What follows belongs to an exercise in optimizing a design on an open flow for small area and a short achievable clock period; a production flow would make more cautious choices. Only simulation tests tie the RTL to the original design; equivalence was not proved. Power figures rest on the tool's default switching activity, not on a simulated workload.

### flow/design.v
module sample_capture_writer (
  input  logic       clk,
  input  logic       rst_n,
  input  logic       start,
  input  logic       stop,
  input  logic       in_valid,
  input  logic [7:0] in_data,
  input  logic [7:0] rd_addr,
  output logic [7:0] rd_data,
  output logic       armed,
  output logic       busy,
  output logic       done,
  output logic       overflow,
  output logic [8:0] sample_count
);
  logic       armed_q, busy_q, done_q, overflow_q;
  logic [8:0] count_q;
  logic [7:0] rd_data_q;
  logic [7:0] mem_q [256];
  logic cap_s, idle_s, trig_s, go_s, wr0_s, wr_s, last_s;
  assign cap_s  = busy_q & ~armed_q;
  assign idle_s = ~busy_q & ~done_q;
  assign trig_s = in_data[7] ? (~&in_data[6:4] | ~|in_data[3:0]) : |in_data[6:4];
  assign go_s   = start & ~busy_q;
  assign wr0_s  = armed_q & ~stop & in_valid & trig_s;
  assign wr_s   = cap_s & in_valid;
  assign last_s = &count_q[7:0];
  always_ff @(posedge clk) begin
    if (!rst_n) begin
      armed_q    <= 1'b0;
      busy_q     <= 1'b0;
      done_q     <= 1'b0;
      overflow_q <= 1'b0;
      count_q    <= '0;
    end else begin
      if (go_s) begin
        armed_q    <= 1'b1;
        busy_q     <= 1'b1;
        done_q     <= 1'b0;
        overflow_q <= 1'b0;
        count_q    <= '0;
      end else if (armed_q) begin
        if (stop) begin
          armed_q <= 1'b0;
          busy_q  <= 1'b0;
          done_q  <= 1'b1;
        end else if (wr0_s) begin
          armed_q <= 1'b0;
          count_q <= 9'd1;
        end
      end else if (cap_s) begin
        if (in_valid) count_q <= count_q + 9'd1;
        if (stop || (in_valid && last_s)) begin
          busy_q <= 1'b0;
          done_q <= 1'b1;
        end
      end else if (done_q) begin
        if (in_valid && count_q[8]) overflow_q <= 1'b1;
      end
    end
  end
  logic [15:0] wr_hi_s, wr_lo_s;
  always_comb begin
    for (int i = 0; i < 16; i++) begin
      wr_hi_s[i] = (count_q[7:4] == 4'(i));
      wr_lo_s[i] = (count_q[3:0] == 4'(i));
    end
  end
  for (genvar k = 0; k < 256; k++) begin : g_word
    logic we;
    if (k == 0) begin : g_w0
      assign we = wr0_s;
    end else begin : g_wk
      assign we = wr_s & wr_hi_s[k/16] & wr_lo_s[k%16];
    end
    always_ff @(posedge clk) begin
      if (we && rst_n) mem_q[k] <= in_data;
    end
  end
  logic [15:0] rd_hi_s, rd_lo_s;
  logic [255:0] rd_sel_s;
  logic [7:0]  rd_mux_s;
  always_comb begin
    for (int i = 0; i < 16; i++) begin
      rd_hi_s[i] = (rd_addr[7:4] == 4'(i));
      rd_lo_s[i] = (rd_addr[3:0] == 4'(i));
    end
    for (int k = 0; k < 256; k++) rd_sel_s[k] = rd_hi_s[k/16] & rd_lo_s[k%16];
  end
  for (genvar b = 0; b < 8; b++) begin : g_rbit
    logic [87:0] l1_n;    
    logic [23:0] l2;      
    logic [11:0] l3_n;    
    logic [2:0]  l4;
    for (genvar j = 0; j < 86; j++) begin : g_l1
      localparam int K0 = 3*j, K1 = 3*j+1, K2 = 3*j+2;
      if (K2 < 256) begin : g_3
        scw_aoi222 u (.a0(mem_q[K0][b]), .s0(rd_sel_s[K0]),
                      .a1(mem_q[K1][b]), .s1(rd_sel_s[K1]),
                      .a2(mem_q[K2][b]), .s2(rd_sel_s[K2]), .y(l1_n[j]));
      end else begin : g_1
        scw_nand2 u (.a(mem_q[K0][b]), .b(rd_sel_s[K0]), .y(l1_n[j]));
      end
    end
    assign l1_n[87:86] = 2'b11;
    for (genvar j = 0; j < 22; j++) begin : g_l2
      scw_nand4 u (.a(l1_n[4*j]), .b(l1_n[4*j+1]), .c(l1_n[4*j+2]), .d(l1_n[4*j+3]), .y(l2[j]));
    end
    assign l2[23:22] = 2'b00;
    for (genvar j = 0; j < 11; j++) begin : g_l3
      scw_nor2 u (.a(l2[2*j]), .b(l2[2*j+1]), .y(l3_n[j]));
    end
    assign l3_n[11] = 1'b1;
    for (genvar j = 0; j < 3; j++) begin : g_l4
      scw_nand4 u (.a(l3_n[4*j]), .b(l3_n[4*j+1]), .c(l3_n[4*j+2]), .d(l3_n[4*j+3]), .y(l4[j]));
    end
    assign rd_mux_s[b] = |l4;
  end
  always_ff @(posedge clk) begin
    if (!rst_n) rd_data_q <= '0;
    else        rd_data_q <= rd_mux_s;
  end
  assign rd_data      = rd_data_q;
  assign armed        = armed_q;
  assign busy         = busy_q;
  assign done         = done_q;
  assign overflow     = overflow_q;
  assign sample_count = count_q;
endmodule
module scw_aoi222 (input logic a0, s0, a1, s1, a2, s2, output logic y);
  assign y = ~((a0 & s0) | (a1 & s1) | (a2 & s2));
endmodule
module scw_nand2 (input logic a, b, output logic y);
  assign y = ~(a & b);
endmodule
module scw_nand4 (input logic a, b, c, d, output logic y);
  assign y = ~(a & b & c & d);
endmodule
module scw_nor2 (input logic a, b, output logic y);
  assign y = ~(a | b);
endmodule
### flow/run.sh
#!/bin/bash
# synth_recipe.tcl (not shown) runs the flow's synth.tcl, then flattens the netlist and writes it again
# the make line also repeats each setting of config.mk as NAME=value (left out here)
make -C /OpenROAD-flow-scripts/flow DESIGN_CONFIG=/design/flow/config.mk WORK_HOME=/design/flow/orfs CLKGATE_MAP_FILE= SYNTH_SCRIPT=/design/flow/synth_recipe.tcl finish
### flow/config.mk
export PLATFORM = sky130hd
export DESIGN_NAME = sample_capture_writer
export DESIGN_NICKNAME = sample_capture_writer
export VERILOG_FILES = /design/flow/design.v
export SDC_FILE = /design/flow/constraint.sdc
export NUM_CORES = 4
export LEC_CHECK = 0
export CAP_MARGIN = 20
export CORE_MARGIN = 2
export CORE_UTILIZATION = 55
export CTS_BUF_LIST = sky130_fd_sc_hd__clkbuf_8
export CTS_CLUSTER_SIZE = 30
export SETUP_SLACK_MARGIN = 2.0
export SLEW_MARGIN = 20
export SYNTH_HIERARCHICAL = 1
export SYNTH_MINIMUM_KEEP_SIZE = 0
### flow/constraint.sdc
create_clock -name core_clock -period 5.0 [get_ports {clk}]
set_input_delay 1.0000 -clock core_clock [delete_from_list [all_inputs] [get_ports {clk}]]
set_output_delay 1.0000 -clock core_clock [all_outputs]
set_load 0.01 [all_outputs]
==> notes.md <==
clock root buffer -> clkbuf_8
Routed Antenna Nets -> 0
synth warn -> 9
grt total ovfl -> 0
delay-heaviest family, CP -> simple AND/OR/NAND/NOR gates
die height -> 370 µm
post-synthesis compound-gate area fraction -> 9.63%
Buf/Inv on CP -> 2
Adder-Cell Fraction of Synth Area -> 0.0681%
TritonCTS clock tree -> built
fin area -> 84500 µm²
Reg-to-Reg Start -> count_q[2]
Arrival @ worst endpoint -> 4130 ps
hold_buf cts -> 0
pwr dens -> 388 nW/µm²
endpoints failing setup -> 0
Sequential cell area -> 61900 µm²
Routability Congestion -> 0.886
CTS max path bufs -> 4
Worst-Margin Slew -> 1020 ps
RR Endpoint -> mem_q[253][4]
hold path startpoint -> in_data[0]
final net count -> 4375
HP Class -> in -> reg
overall routing resource usage -> 31.3%
Non-Filler Instances -> 6359
relative slew slack -> 31.7%
Yosys cell types -> 45
Core Rows -> 134
CP Launch Type -> input port
Tmin final -> 3250 ps
XOR/XNOR share of the synthesized area -> 0%
DP HPWL -> 132000 µm
Via density -> 6.94
RSZ-0062 raised after global routing -> true
CP dominant cell by count -> nand4_1
die area -> 137000 µm²
clock insertion delay at the later pin of the skew report -> 1020 ps
Syn Std Cell Area -> 73500 µm²
Mapped Cells -> 3796
die width -> 370 µm
flip-flop and latch count after synthesis -> 2069
placed instance count -> 5755
starting density of the core -> 55.2%
DRC -> 0
Initial DRC Count -> 8483
Critical Path End Type -> flop
placed cell areas -> 77900 µm²
H-tree Lvls -> 5
vias -> 44100
max_cap viols -> 0
core region area -> 133000 µm²
first-pass GRT wire length -> 303000 µm
Buffers on Ports -> 41
pre-CTS setup slack -> -156 ps
Leak -> 26.5 nW
Crit path depth -> 10
Total Power -> 32.7 mW
CP Class -> in -> reg
Clock transition at path regs -> 60 ps
Peak Freq -> 308 MHz
Synth Area per Inst -> 19.4 µm²
number of buffers created by CTS -> 339
setup ws final -> 1750 ps
share of post-route cells with drive strength above 1 -> 17.0%
Synth Area in Simple Gates -> 5.65%
sequential share of the synthesized area -> 84.2%
largest net degree at the start of global routing -> 164
peak supply drop -> 0.266 mV
Hold Crit Depth -> 1
R2R setup slack -> 2020 ps
fin crit share -> 65.0%
crit-path cells -> clkbuf_4 -> nor2b_4 -> nand3_4 -> buf_6 -> nor2_1 -> a222oi_1 -> nand4_1 -> nor2_2 -> nand4_1 -> o31a_1
initial antenna violation count -> 12
most common cell after layout, fill and taps aside -> edfxtp_1
Req. time, crit path -> 5880 ps
hold endpoint -> mem_q[42][0]
routed len/inst -> 34.0 µm
CP max-delay cell -> a222oi_1
Final TNS setup -> 0 ps
slowest stage delay, CP -> 560 ps
largest family of logic cells by synthesized area -> compound AO/OA/AOI/OAI gates
Syn-to-layout area delta -> 14.9%
Final Slew Violations -> 0
WL final -> 216000 µm
1st-pass router iterations -> 15
clk_skew -> 52.9 ps
status -> no timing/DRC/antenna violations
vias in the first global route -> 42200
io pins -> 42
area of the multi-input gates -> 12000 µm²
most frequent cells in the layout -> edfxtp_1, a222oi_1, nor2_1
R2R depth -> 4
clock sink total -> 2069
Filler Cell Count -> 9407
worst-path fanout max -> 8
proportion of synthesized area in mux cells -> 0%
final hold violations -> 0
## logic make-up after synthesis
| kind of cell | after synthesis |
|---|---|
| other cells | 1 |
| simple gates | 927 |
| fa+ha+maj | 4 |
| buf+inv | 78 |
| compound gates | 717 |
| flops | 2069 |
## worst max-delay path by stage
stage / from / to / slack (ps)
2_1_floorplan: rd_addr[7] / rd_data_q[0] / 2200
3_3_place_gp: rd_addr[0] / rd_data_q[7] / -140
3_5_place_dp: rd_addr[1] / rd_data_q[2] / -160
4_1_cts: rd_addr[2] / rd_data_q[7] / 1880
5_1_grt: rd_addr[6] / rd_data_q[7] / 1870
6_report: rd_addr[2] / rd_data_q[7] / 1750
## power breakdown
group	switching [mW]	internal, mW	leakage (nW)
logic	0.610	0.142	4.45
clock network	6.36	6.54	3.44
registers	0.0156	19.1	18.6
total	6.99	25.8	26.5
## modules after synthesis, one instance, submodules excluded
module,cells,copies in the design
scw_nor2,1,88
scw_nand2,1,8
sample_capture_writer,2820,1
scw_nand4,1,200
scw_aoi222,1,680
## Yosys cell counts
library cell | number | area share (%)
and3_1 | 1 | 0.0085
o22ai_1 | 1 | 0.0085
nor3_2 | 1 | 0.014
a222oi_1 | 680 | 9.3
nor4_1 | 1 | 0.0085
o21ai_0 | 3 | 0.020
nor2b_1 | 12 | 0.10
o31a_1 | 9 | 0.11
a21boi_1 | 1 | 0.010
a311o_1 | 1 | 0.014
or3_1 | 1 | 0.0085
nor2_1 | 609 | 3.1
nor3_4 | 1 | 0.022
a311oi_1 | 2 | 0.024
o21ai_2 | 1 | 0.012
nor3b_1 | 1 | 0.010
o211a_1 | 1 | 0.014
and2_0 | 1 | 0.0085
conb_1 | 1 | 0.0051
nand2_1 | 51 | 0.26
nor3_1 | 2 | 0.014
a211o_1 | 1 | 0.012
nand2b_1 | 1 | 0.0085
and2b_1 | 1 | 0.010
a31oi_1 | 5 | 0.043
clkbuf_1 | 55 | 0.28
a21boi_0 | 1 | 0.010
inv_1 | 7 | 0.036
nand3_1 | 32 | 0.22
nand3b_1 | 1 | 0.010
nand4_1 | 205 | 1.7
a211oi_1 | 2 | 0.020
nand2b_2 | 1 | 0.012
or4_1 | 1 | 0.010
buf_1 | 1 | 0.0051
a21oi_1 | 4 | 0.027
buf_6 | 2 | 0.031
o211ai_1 | 3 | 0.031
and2_1 | 2 | 0.017
edfxtp_1 | 2048 | 84
buf_2 | 13 | 0.088
nor4_4 | 2 | 0.058
dfxtp_1 | 21 | 0.57
o21a_1 | 2 | 0.020
ha_1 | 4 | 0.068
## metrics by stage
| step | util (%) | hold WS [ps] |
|---|---|---|
| after floorplan | - | 505 |
| after global placement | 58.5 | 486 |
| after detailed placement | 58.5 | 477 |
| after CTS | 63.2 | 301 |
| after global routing | 63.4 | 345 |
| final | 63.5 | 379 |
## layer usage
metal / routed length [µm] / GRT usage [%] / vias up / part of all wire, %
met5: 26 / 0 / - / 0.012
met4: 5600 / 10.4 / 4 / 2.6
met3: 27500 / 8.22 / 315 / 13
met2: 97600 / 45.6 / 3005 / 45
met1: 85200 / 46.3 / 22700 / 39
li1: - / - / 18100 / -
## final cells by class
| cell class | instances | area share (%) |
|---|---|---|
| Clock buffer | 351 | 5.72 |
| Clock inverter | 222 | 1.10 |
| Timing Repair Buffer | 261 | 2.99 |
| Tap cell | 1768 | 2.62 |
| Multi-Input combinational cell | 1672 | 14.2 |
| Inverter | 7 | 0.0311 |
| Antenna cell | 9 | 0.0267 |
| Sequential cell | 2069 | 73.3 |
## sequential cells by signal, summed over array words and instances (netlist names)
name        count
mem_q        2048
count_q         9
rd_data_q       8
armed_q         1
busy_q          1
done_q          1
overflow_q      1
## what timing repair did
| item | in CTS | in global routing |
|---|---|---|
| endpoints found under the setup margin | 62 | 366 |
| gates resized for setup | 167 | 86 |
| endpoints found under the hold margin | 0 | 0 |
| pin swaps | 53 | 52 |
| buffers inserted | 11 | 10 |
| cloned | 0 | 1 |

-- port drivers added, routing unchanged --
No port has a modelled driver above. Below, the same layout with a new extraction and two added sets of constraints.
Step 1 assumes that a clkbuf_16 drives the clock port and a buf_2 every other input.
Step 2, shift: input delay + t, output delay - t, t = (earliest + latest rising clock arrival at the registers) / 2. This alone moves slack from input paths to output paths.
Three values: ideal ports, drivers, drivers and shift; two values: the first two.
shift t [ns]: 1.071
setup slack, ns: 1.750 / 1.759 / 0.688
hold slack, ns: 0.379 / 0.346 / 0.506
latest minus earliest clock arrival (ns): 0.066 / 0.066
After both steps setup and hold are still met in this run. For this run, drivers alone change the setup slack by +0.009 ns; drivers and shift together by -1.062 ns.
